This design comes from an exercise in tuning for small area and few clock cycles per item on the open sky130 flow, not from production work.
The RTL was checked by simulation tests, not by an equivalence proof against the original design.
Power and IR drop assume default switching activity. The clock port is modelled as an ideal driver; clocking choices that lean on that would not hold on a real chip.

==> flow/design.v <==
package pbte_pkg;
    localparam int COLOR_W         = 32;
    localparam int TILE_W          = 8;
    localparam int PIXELS_PER_TILE = 8;
    localparam int POS_W           = 3;
    localparam int STORED_W        = 5;
    localparam int APB_DATA_W      = 32;
    localparam int APB_ADDR_W      = 3;
    localparam logic REG_LEARN_COLORS = 1'b0;
    typedef struct packed {
        logic                palette_overflow;
        logic [STORED_W-1:0] colors_stored;
        logic                high_bit;
        logic                low_bit;
    } pal_status_t;
    typedef struct packed {
        logic                palette_overflow;
        logic [STORED_W-1:0] colors_stored;
        logic [TILE_W-1:0]   plane_high;
        logic [TILE_W-1:0]   plane_low;
    } tile_t;
    localparam int TILE_BITS = 1 + STORED_W + 2 * TILE_W;   
    localparam int TDATA_W   = ((TILE_BITS + 7) / 8) * 8;
endpackage
module pbte_palette #(
    parameter int PALETTE_DEPTH = 16
) (
    input  logic                         aclk,
    input  logic                         aresetn,
    input  logic                         step,
    input  logic                         learn,
    input  logic [pbte_pkg::COLOR_W-1:0] color,
    input  logic                         clear,
    output logic                         busy,
    output logic [pbte_pkg::STORED_W-1:0] colors_stored,
    output logic                         palette_overflow,
    output logic                         low_bit,
    output logic                         high_bit
);
    localparam int SLOTS = PALETTE_DEPTH - 3;
    localparam int HALF  = (SLOTS + 1) / 2;   
    localparam int CNT_W = $clog2(PALETTE_DEPTH + 1);
    logic [pbte_pkg::COLOR_W-1:0] bank_reg [1:3];
    logic [pbte_pkg::COLOR_W-1:0] slot_reg [SLOTS];
    logic [SLOTS-1:0]             slot_vld;
    logic [pbte_pkg::COLOR_W-1:0] spare_reg;
    logic                         spare_vld;
    logic [CNT_W-1:0]             count_reg;
    logic                         overflow_reg;
    logic [CNT_W-1:0] count_eff;
    logic [3:1]       bank_hit;
    logic             other_hit;
    logic             hit;
    logic             full;
    logic             store;
    logic             to_bank;
    logic             new_ring;   
    logic             gap_a;      
    logic             gap_b;      
    logic             drain;      
    logic             clr;
    assign clr = step && clear;
    always_comb begin
        count_eff = clear ? '0 : count_reg;
        for (int i = 1; i <= 3; i++) begin
            bank_hit[i] = (CNT_W'(i) < count_eff) && (bank_reg[i] == color);
        end
        other_hit = !clear && spare_vld && (spare_reg == color);
        for (int i = 0; i < SLOTS; i++) begin
            if (!clear && slot_vld[i] && (slot_reg[i] == color)) other_hit = 1'b1;
        end
        hit = (|bank_hit) || other_hit;
        full     = (count_eff >= CNT_W'(PALETTE_DEPTH));
        store    = !hit && learn && !full;
        to_bank  = store && (count_eff >= CNT_W'(1)) && (count_eff <= CNT_W'(3));
        new_ring = step && store && !to_bank;
        low_bit  = bank_hit[1] || bank_hit[3]
                   || (to_bank && ((count_eff == CNT_W'(1)) || (count_eff == CNT_W'(3))));
        high_bit = bank_hit[2] || bank_hit[3]
                   || (to_bank && ((count_eff == CNT_W'(2)) || (count_eff == CNT_W'(3))));
    end
    assign gap_a   = !slot_vld[HALF-1];
    assign gap_b   = !slot_vld[SLOTS-1];
    assign drain   = gap_a || gap_b;
    assign busy    = spare_vld && !drain && learn
                     && (count_reg < CNT_W'(PALETTE_DEPTH));
    assign colors_stored    = pbte_pkg::STORED_W'(count_reg);
    assign palette_overflow = overflow_reg;
    always_ff @(posedge aclk) begin
        if (!aresetn) begin
            count_reg    <= '0;
            overflow_reg <= 1'b0;
        end else if (step) begin
            count_reg    <= store ? count_eff + CNT_W'(1) : count_eff;
            overflow_reg <= (!clear && overflow_reg) || (!hit && learn && full);
        end
    end
    always_ff @(posedge aclk) begin
        for (int i = 1; i <= 3; i++) begin
            if (count_reg == CNT_W'(i)) bank_reg[i] <= color;
        end
    end
    always_ff @(posedge aclk) begin
        for (int i = 1; i < SLOTS; i++) begin
            if (i != HALF) slot_reg[i] <= slot_reg[i-1];
        end
        slot_reg[0]    <= gap_a ? spare_reg : slot_reg[HALF-1];
        slot_reg[HALF] <= gap_b ? spare_reg : slot_reg[SLOTS-1];
    end
    always_ff @(posedge aclk) begin
        if (!aresetn) begin
            slot_vld <= '0;
        end else begin
            for (int i = 1; i < SLOTS; i++) begin
                if (i != HALF) slot_vld[i] <= slot_vld[i-1] && !clr;
            end
            slot_vld[0]    <= gap_a ? (spare_vld && !clr) : (slot_vld[HALF-1] && !clr);
            slot_vld[HALF] <= gap_b ? (spare_vld && !clr && !gap_a)
                                    : (slot_vld[SLOTS-1] && !clr);
        end
    end
    always_ff @(posedge aclk) begin
        if (!aresetn) begin
            spare_vld <= 1'b0;
        end else if (!spare_vld || drain || clr) begin
            spare_vld <= new_ring;
        end
    end
    always_ff @(posedge aclk) begin
        if (!spare_vld || drain || clr) spare_reg <= color;
    end
endmodule
module pbte_planes (
    input  logic                        aclk,
    input  logic                        aresetn,
    input  logic                        step,
    input  logic                        clear,
    input  logic                        low_bit,
    input  logic                        high_bit,
    output logic                        emit,
    output logic [pbte_pkg::TILE_W-1:0] plane_low,
    output logic [pbte_pkg::TILE_W-1:0] plane_high
);
    logic [pbte_pkg::POS_W-1:0] bit_pos_reg;
    logic [pbte_pkg::POS_W-1:0] pos_eff;
    assign pos_eff = clear ? '0 : bit_pos_reg;
    assign emit    = (pos_eff == pbte_pkg::POS_W'(pbte_pkg::PIXELS_PER_TILE - 1));
    always_ff @(posedge aclk) begin
        if (!aresetn) begin
            bit_pos_reg <= '0;
        end else if (step) begin
            bit_pos_reg <= pos_eff + pbte_pkg::POS_W'(1);
        end
    end
    always_ff @(posedge aclk) begin
        if (step) begin
            plane_low  <= {plane_low[pbte_pkg::TILE_W-2:0], low_bit};
            plane_high <= {plane_high[pbte_pkg::TILE_W-2:0], high_bit};
        end
    end
endmodule
module palette_bitplane_tile_encoder #(
    parameter int PALETTE_DEPTH = 16
) (
    input  logic                            aclk,
    input  logic                            aresetn,
    input  logic                            s_tvalid,
    output logic                            s_tready,
    input  logic [pbte_pkg::COLOR_W-1:0]    s_tdata,   
    input  logic                            s_tuser,   
    output logic                            m_tvalid,
    input  logic                            m_tready,
    output logic [pbte_pkg::TDATA_W-1:0]    m_tdata,
    input  logic                            psel,
    input  logic                            penable,
    input  logic                            pwrite,
    input  logic [pbte_pkg::APB_ADDR_W-1:0] paddr,
    input  logic [pbte_pkg::APB_DATA_W-1:0] pwdata,
    output logic [pbte_pkg::APB_DATA_W-1:0] prdata,
    output logic                            pready
);
    logic                          learn_reg;
    logic                          m_valid_reg;
    logic                          busy;
    logic                          step;
    logic                          emit;
    logic                          low_bit;
    logic                          high_bit;
    logic [pbte_pkg::TILE_W-1:0]   plane_low;
    logic [pbte_pkg::TILE_W-1:0]   plane_high;
    logic [pbte_pkg::STORED_W-1:0] colors_stored;
    logic                          palette_overflow;
    assign pready = 1'b1;
    always_comb begin
        prdata = '0;
        if (paddr[2] == pbte_pkg::REG_LEARN_COLORS) begin
            prdata[0] = learn_reg;
        end
    end
    always_ff @(posedge aclk) begin
        if (!aresetn) begin
            learn_reg <= 1'b1;
        end else if (psel && penable && pwrite
                     && (paddr[2] == pbte_pkg::REG_LEARN_COLORS)) begin
            learn_reg <= pwdata[0];
        end
    end
    assign s_tready = !busy && (!m_valid_reg || m_tready);
    assign step     = s_tvalid && s_tready;
    always_ff @(posedge aclk) begin
        if (!aresetn) begin
            m_valid_reg <= 1'b0;
        end else if (step && emit) begin
            m_valid_reg <= 1'b1;
        end else if (m_tready) begin
            m_valid_reg <= 1'b0;
        end
    end
    pbte_palette #(
        .PALETTE_DEPTH (PALETTE_DEPTH)
    ) u_palette (
        .aclk             (aclk),
        .aresetn          (aresetn),
        .step             (step),
        .learn            (learn_reg),
        .color            (s_tdata),
        .clear            (s_tuser),
        .busy             (busy),
        .colors_stored    (colors_stored),
        .palette_overflow (palette_overflow),
        .low_bit          (low_bit),
        .high_bit         (high_bit)
    );
    pbte_planes u_planes (
        .aclk       (aclk),
        .aresetn    (aresetn),
        .step       (step),
        .clear      (s_tuser),
        .low_bit    (low_bit),
        .high_bit   (high_bit),
        .emit       (emit),
        .plane_low  (plane_low),
        .plane_high (plane_high)
    );
    assign m_tvalid = m_valid_reg;
    assign m_tdata  = {{(pbte_pkg::TDATA_W - pbte_pkg::TILE_BITS){1'b0}},
                       palette_overflow, colors_stored, plane_high, plane_low};
endmodule
clock: 5.0 ns
lec_check: 0
cap_margin: 20
core_margin: 2
core_utilization: 40
cts_cluster_diameter: 100
cts_cluster_size: 30
place_density: 0.8
slew_margin: 20
standard.sh (not shown) runs the stock make flow with config.mk's settings and CLKGATE_MAP_FILE= SYNTH_SCRIPT=/design/flow/synth_recipe.tcl, a recipe that flattens the netlist after the stock synthesis.
==> flow/flow/run.sh <==
#!/bin/bash
# The standard layout with two changes: the ports are buffered with
# sky130_fd_sc_hd__buf_1 cells, and the clock tree is built without dummy loads.
# make's output goes to orfs_make.log; each tool's own log is under orfs/logs/.
set -euo pipefail
export BUFFER_PORTS_ARGS="-buffer_cell sky130_fd_sc_hd__buf_1"
export CTS_ARGS="-sink_clustering_enable -repair_clock_nets -dont_use_dummy_load -sink_clustering_size 30 -sink_clustering_max_diameter 100"
bash standard.sh finish > orfs_make.log 2>&1
Testbench counts at the start, summed over its fixed seeds: cycles 33,319, pixels 32,768.
Edit:
--- a/flow/design.v
+++ b/flow/design.v
@@ -26,10 +26,11 @@
     parameter int PALETTE_DEPTH = 16
 ) (
     input  logic                         aclk,
     input  logic                         aresetn,
     input  logic                         step,
+    input  logic                         offer,   
     input  logic                         learn,
     input  logic [pbte_pkg::COLOR_W-1:0] color,
     input  logic                         clear,
     output logic                         busy,
     output logic [pbte_pkg::STORED_W-1:0] colors_stored,
@@ -41,51 +42,48 @@
     localparam int HALF  = (SLOTS + 1) / 2;   
     localparam int CNT_W = $clog2(PALETTE_DEPTH + 1);
     logic [pbte_pkg::COLOR_W-1:0] bank_reg [1:3];
     logic [pbte_pkg::COLOR_W-1:0] slot_reg [SLOTS];
     logic [SLOTS-1:0]             slot_vld;
-    logic [pbte_pkg::COLOR_W-1:0] spare_reg;
-    logic                         spare_vld;
     logic [CNT_W-1:0]             count_reg;
     logic                         overflow_reg;
     logic [CNT_W-1:0] count_eff;
     logic [3:1]       bank_hit;
-    logic             other_hit;
+    logic             ring_hit;
     logic             hit;
     logic             full;
     logic             store;
     logic             to_bank;
+    logic             to_ring;
     logic             new_ring;   
     logic             gap_a;      
     logic             gap_b;      
-    logic             drain;      
     logic             clr;
-    assign clr = step && clear;
+    assign clr = offer && clear;   
     always_comb begin
         count_eff = clear ? '0 : count_reg;
         for (int i = 1; i <= 3; i++) begin
             bank_hit[i] = (CNT_W'(i) < count_eff) && (bank_reg[i] == color);
         end
-        other_hit = !clear && spare_vld && (spare_reg == color);
+        ring_hit = 1'b0;
         for (int i = 0; i < SLOTS; i++) begin
-            if (!clear && slot_vld[i] && (slot_reg[i] == color)) other_hit = 1'b1;
-        end
-        hit = (|bank_hit) || other_hit;
+            if (!clear && slot_vld[i] && (slot_reg[i] == color)) ring_hit = 1'b1;
+        end
+        hit = (|bank_hit) || ring_hit;
         full     = (count_eff >= CNT_W'(PALETTE_DEPTH));
         store    = !hit && learn && !full;
         to_bank  = store && (count_eff >= CNT_W'(1)) && (count_eff <= CNT_W'(3));
-        new_ring = step && store && !to_bank;
+        to_ring  = store && !to_bank;
+        new_ring = step && to_ring;
         low_bit  = bank_hit[1] || bank_hit[3]
                    || (to_bank && ((count_eff == CNT_W'(1)) || (count_eff == CNT_W'(3))));
         high_bit = bank_hit[2] || bank_hit[3]
                    || (to_bank && ((count_eff == CNT_W'(2)) || (count_eff == CNT_W'(3))));
     end
-    assign gap_a   = !slot_vld[HALF-1];
-    assign gap_b   = !slot_vld[SLOTS-1];
-    assign drain   = gap_a || gap_b;
-    assign busy    = spare_vld && !drain && learn
-                     && (count_reg < CNT_W'(PALETTE_DEPTH));
+    assign gap_a = !slot_vld[HALF-1];
+    assign gap_b = !slot_vld[SLOTS-1];
+    assign busy  = !gap_a && !gap_b && to_ring && !clear;
     assign colors_stored    = pbte_pkg::STORED_W'(count_reg);
     assign palette_overflow = overflow_reg;
     always_ff @(posedge aclk) begin
         if (!aresetn) begin
             count_reg    <= '0;
@@ -102,34 +100,24 @@
     end
     always_ff @(posedge aclk) begin
         for (int i = 1; i < SLOTS; i++) begin
             if (i != HALF) slot_reg[i] <= slot_reg[i-1];
         end
-        slot_reg[0]    <= gap_a ? spare_reg : slot_reg[HALF-1];
-        slot_reg[HALF] <= gap_b ? spare_reg : slot_reg[SLOTS-1];
+        slot_reg[0]    <= (gap_a || clr) ? color : slot_reg[HALF-1];
+        slot_reg[HALF] <= gap_b ? color : slot_reg[SLOTS-1];
     end
     always_ff @(posedge aclk) begin
         if (!aresetn) begin
             slot_vld <= '0;
         end else begin
             for (int i = 1; i < SLOTS; i++) begin
                 if (i != HALF) slot_vld[i] <= slot_vld[i-1] && !clr;
             end
-            slot_vld[0]    <= gap_a ? (spare_vld && !clr) : (slot_vld[HALF-1] && !clr);
-            slot_vld[HALF] <= gap_b ? (spare_vld && !clr && !gap_a)
+            slot_vld[0]    <= (gap_a || clr) ? new_ring : slot_vld[HALF-1];
+            slot_vld[HALF] <= gap_b ? (new_ring && !gap_a && !clr)
                                     : (slot_vld[SLOTS-1] && !clr);
         end
-    end
-    always_ff @(posedge aclk) begin
-        if (!aresetn) begin
-            spare_vld <= 1'b0;
-        end else if (!spare_vld || drain || clr) begin
-            spare_vld <= new_ring;
-        end
-    end
-    always_ff @(posedge aclk) begin
-        if (!spare_vld || drain || clr) spare_reg <= color;
     end
 endmodule
 module pbte_planes (
     input  logic                        aclk,
     input  logic                        aresetn,
@@ -220,10 +208,11 @@
         .PALETTE_DEPTH (PALETTE_DEPTH)
     ) u_palette (
         .aclk             (aclk),
         .aresetn          (aresetn),
         .step             (step),
+        .offer            (s_tvalid && (!m_valid_reg || m_tready)),
         .learn            (learn_reg),
         .color            (s_tdata),
         .clear            (s_tuser),
         .busy             (busy),
         .colors_stored    (colors_stored),
Final area falls by a few percent; die area falls by a few percent; wire length falls by about a fifth; total power falls by a few percent; worst hold slack loses 0.0071 ns; setup slack loses 1.0 ns; first-iteration DRC count falls by a quarter to a third; area after synthesis falls by a few percent; non-clock buffer count rises by 18.
Testbench counts after the change, summed over its fixed seeds: cycles 33,665, pixels 32,768.

[afterwards: timing with drivers on the ports]
No port has a modelled driver above. Below, the same layouts with a new extraction and two added sets of constraints. Step 1: set_driving_cell puts a clkbuf_16 on aclk and a buf_2 on each other input, an assumption about the parent block. Step 2 moves the port delays by t, midway between the first and last clock arrival at a register: inputs arrive t later, outputs are due t later. That takes back most of the time a late clock gives input paths. a / b / c = ideal ports / drivers / drivers and shift; a / b = the first two.
| run | t (ns) | setup slack, ns | hold slack, ns | worst register clock-pin slew, ns | worst data-port slew with drivers (ns) |
|---|---|---|---|---|---|
| the first run | 0.611 | 1.552 / 1.582 / 0.971 | 0.319 / 0.319 / 0.319 | 0.12 / 0.12 | 0.04 |
| the second run | 0.612 | 0.512 / 0.481 / 0.481 | 0.312 / 0.312 / 0.312 | 0.11 / 0.11 | 0.03 |
After both steps every run listed still meets setup and hold. For the first run, which loses most, drivers alone change the setup slack by +0.030 ns; drivers and shift together by -0.581 ns.
